This design comes from an exercise in tuning for small area, a short achievable clock period and few clock cycles on the open sky130 flow, not from production work.
Function was checked by simulation only, so behaviour that the tests miss may differ from the original.

// bankers_safe_grant
module bankers_safe_grant (
  input  logic                            clk_i,
  input  logic                            rst_ni,
  input  logic                            start,
  output logic                            busy,
  input  logic [68:0]                     in_i,
  output logic                            done_o,
  output logic [3:0]                      res_o,
  input  logic                            cfg_valid_i,
  output logic                            cfg_ready_o,
  input  logic [bsg_pkg::CFG_IDX_W-1:0]   cfg_index_i,
  input  logic [bsg_pkg::CFG_DATA_W-1:0]  cfg_data_i
);
  localparam int NP = bsg_pkg::PROCESSES;
  localparam int NR = bsg_pkg::RESOURCES;
  localparam int AW = bsg_pkg::AMOUNT_W;
  localparam int PW = bsg_pkg::PROC_W;
  logic        a_v_q;
  logic [68:0] a_q;
  logic [NP-1:0] asel_q;    
  logic            b_q;
  logic            rb_q;      
  logic [NP-1:0]   bsel_q;    
  logic [AW-1:0]   breq_q  [NR];
  logic [AW-1:0]   work_q  [NR];
  logic [NR-1:0]   ov_q;
  logic [NP-1:0]   fit_q;
  logic [NP-1:0]   fin_q;
  logic [NP-1:0]   np_q;
  logic [NR-1:0]   nr_q;
  logic [AW-1:0]   avail_q [NR];
  logic [AW-1:0]   alloc_q [NP][NR];
  logic [AW:0]     need_q  [NP][NR];
  logic [NR-1:0]   vv_q;
  logic [NR-1:0]   va_q    [NP];
  logic [NR-1:0]   vn_q    [NP];
  logic [AW-1:0]   avail_rd [NR];
  logic            done_q;
  logic [3:0]      res_q;
  logic          issue;
  logic [1:0]    act;
  logic [PW-1:0] p;
  logic          is_req, ld_avail, ld_max, ld_alloc;
  logic [NP-1:0] row_q;     
  logic [NP-1:0] asel_n, bsel_n;
  logic [AW:0]   need_row  [NR];
  logic [AW-1:0] alloc_row [NR];
  logic [AW-1:0] amt     [NR];
  logic [AW:0]   need_w  [NR];
  logic [AW-1:0] alloc_w [NR];
  logic [AW-1:0] avail_w [NR];
  logic [NR-1:0] claim, short, fitp;
  logic [AW-1:0] work    [NR];
  logic [NR-1:0] ov;
  logic [NP-1:0] cmp     [NR];
  logic [2:0]    fail;
  ...
For scale: about 10000 cells after synthesis, ~1400 flip-flops, roughly 86 I/O pins.
clock: 11.0 ns
lec_check: 0
cap_margin: 20
core_margin: 2
core_utilization: 40
setup_slack_margin: 5
slew_margin: 20
tns_end_percent: 5
run.sh (not shown) runs the stock make flow with config.mk's settings and CLKGATE_MAP_FILE= SYNTH_SCRIPT=/design/flow/synth_recipe.tcl, a recipe that flattens the netlist after the stock synthesis.
Testbench counts at the start, summed over its fixed seeds: cycles 12,508.
==> next run, changes <==
--- a/flow/config.mk
+++ b/flow/config.mk
@@ -9,3 +9,3 @@
 export CORE_MARGIN = 2
-export CORE_UTILIZATION = 40
+export CORE_UTILIZATION = 55
 export SETUP_SLACK_MARGIN = 5
Via count stays flat. Setup slack got worse by 0.087 ns. Global-route usage went up by 9.3 points.

bankers_safe_grant, a different RTL version from the one above (not shown whole).
Size in the first run: about 10000 cells after synthesis, about 86 I/O pins, about 0.10 mm² of cells after synthesis.
make LEC_CHECK=0 CAP_MARGIN=20 CORE_MARGIN=2 CORE_UTILIZATION=40 SLEW_MARGIN=20 finish   # period 11.0 ns
The baseline produced a clean layout.
Testbench counts at the start, summed over its fixed seeds: cycles 12,508.
Then changed:
- SETUP_SLACK_MARGIN: not set -> 4
- TNS_END_PERCENT: not set -> 5
Effect: The new run finished with timing, DRC and antenna clean; final area is higher by 1.1%; utilization is higher by 0.48 points; synthesized area does not change.

bankers_safe_grant, a different RTL version from the one above (not shown whole).
Size: about 1400 flip-flops, roughly 86 I/O pins, about 0.10 mm2 of cells after synthesis.
clock: 11.0 ns
lec_check: 0
abc_area: 1
cap_margin: 20
core_margin: 2
core_utilization: 40
setup_slack_margin: 5
slew_margin: 20
tns_end_percent: 5
Testbench counts at the start, summed over its fixed seeds: cycles 11,988.
Then changed:
CORE_UTILIZATION = 65   (was 40)
=> The new run completed with no timing, DRC or antenna violations; critical path depth fell by 4; via count rose by 2.5%; routed wire length goes down by 5.5%; first-iteration DRC count goes up by 24%; design area goes down by 3.0%; global-route usage is higher by 15 points; cell count shrinks by 9.3%; worst setup slack got worse by 0.12 ns; hold slack is worse by 0.0041 ns.
Then changed:
CORE_UTILIZATION = 55   (was 65)
Final area rose by 2.3%.
Core utilization drops by 9.9 points.
Non-clock buffer count goes up by 82.
Cell count went up by 3.7%.
Fmax is higher by 4.5%.

[re-timing with driven ports]
No port has a modelled driver above. Below, the same layouts with a new extraction and two added sets of constraints.
Step 1 (the two cells are an assumption about what drives the block):
set clk [get_ports {clk_i}]
set_driving_cell -lib_cell sky130_fd_sc_hd__clkbuf_16 $clk
set_driving_cell -lib_cell sky130_fd_sc_hd__buf_2 [delete_from_list [all_inputs] $clk]
Step 2 moves the port delays by t, midway between the first and last clock arrival at a register: inputs arrive t later, outputs are due t later. That takes back most of the time a late clock gives input paths.
a / b / c = ideal ports / drivers / drivers and shift; a / b = the first two.
| run | shift t [ns] | setup slack, ns | slew at the worst register clock pin (ns) |
|---|---|---|---|
| the first run of note 1 | 0.930 | 4.747 / 4.747 / 4.747 | 0.07 / 0.07 |
| the second run of note 1 | 0.956 | 4.660 / 4.659 / 4.660 | 0.07 / 0.07 |
| the first run of note 2 | 0.946 | 2.622 / 2.622 / 2.622 | 0.07 / 0.07 |
| the second run of note 2 | 0.957 | 3.823 / 3.823 / 3.823 | 0.07 / 0.07 |
| the first run of note 3 | 0.940 | 4.888 / 4.888 / 4.888 | 0.07 / 0.07 |
| the second run of note 3 | 0.900 | 4.771 / 4.771 / 4.771 | 0.07 / 0.07 |
| the third run of note 3 | 0.929 | 5.038 / 5.038 / 5.038 | 0.07 / 0.07 |
After both steps setup and hold are still met in every run listed.
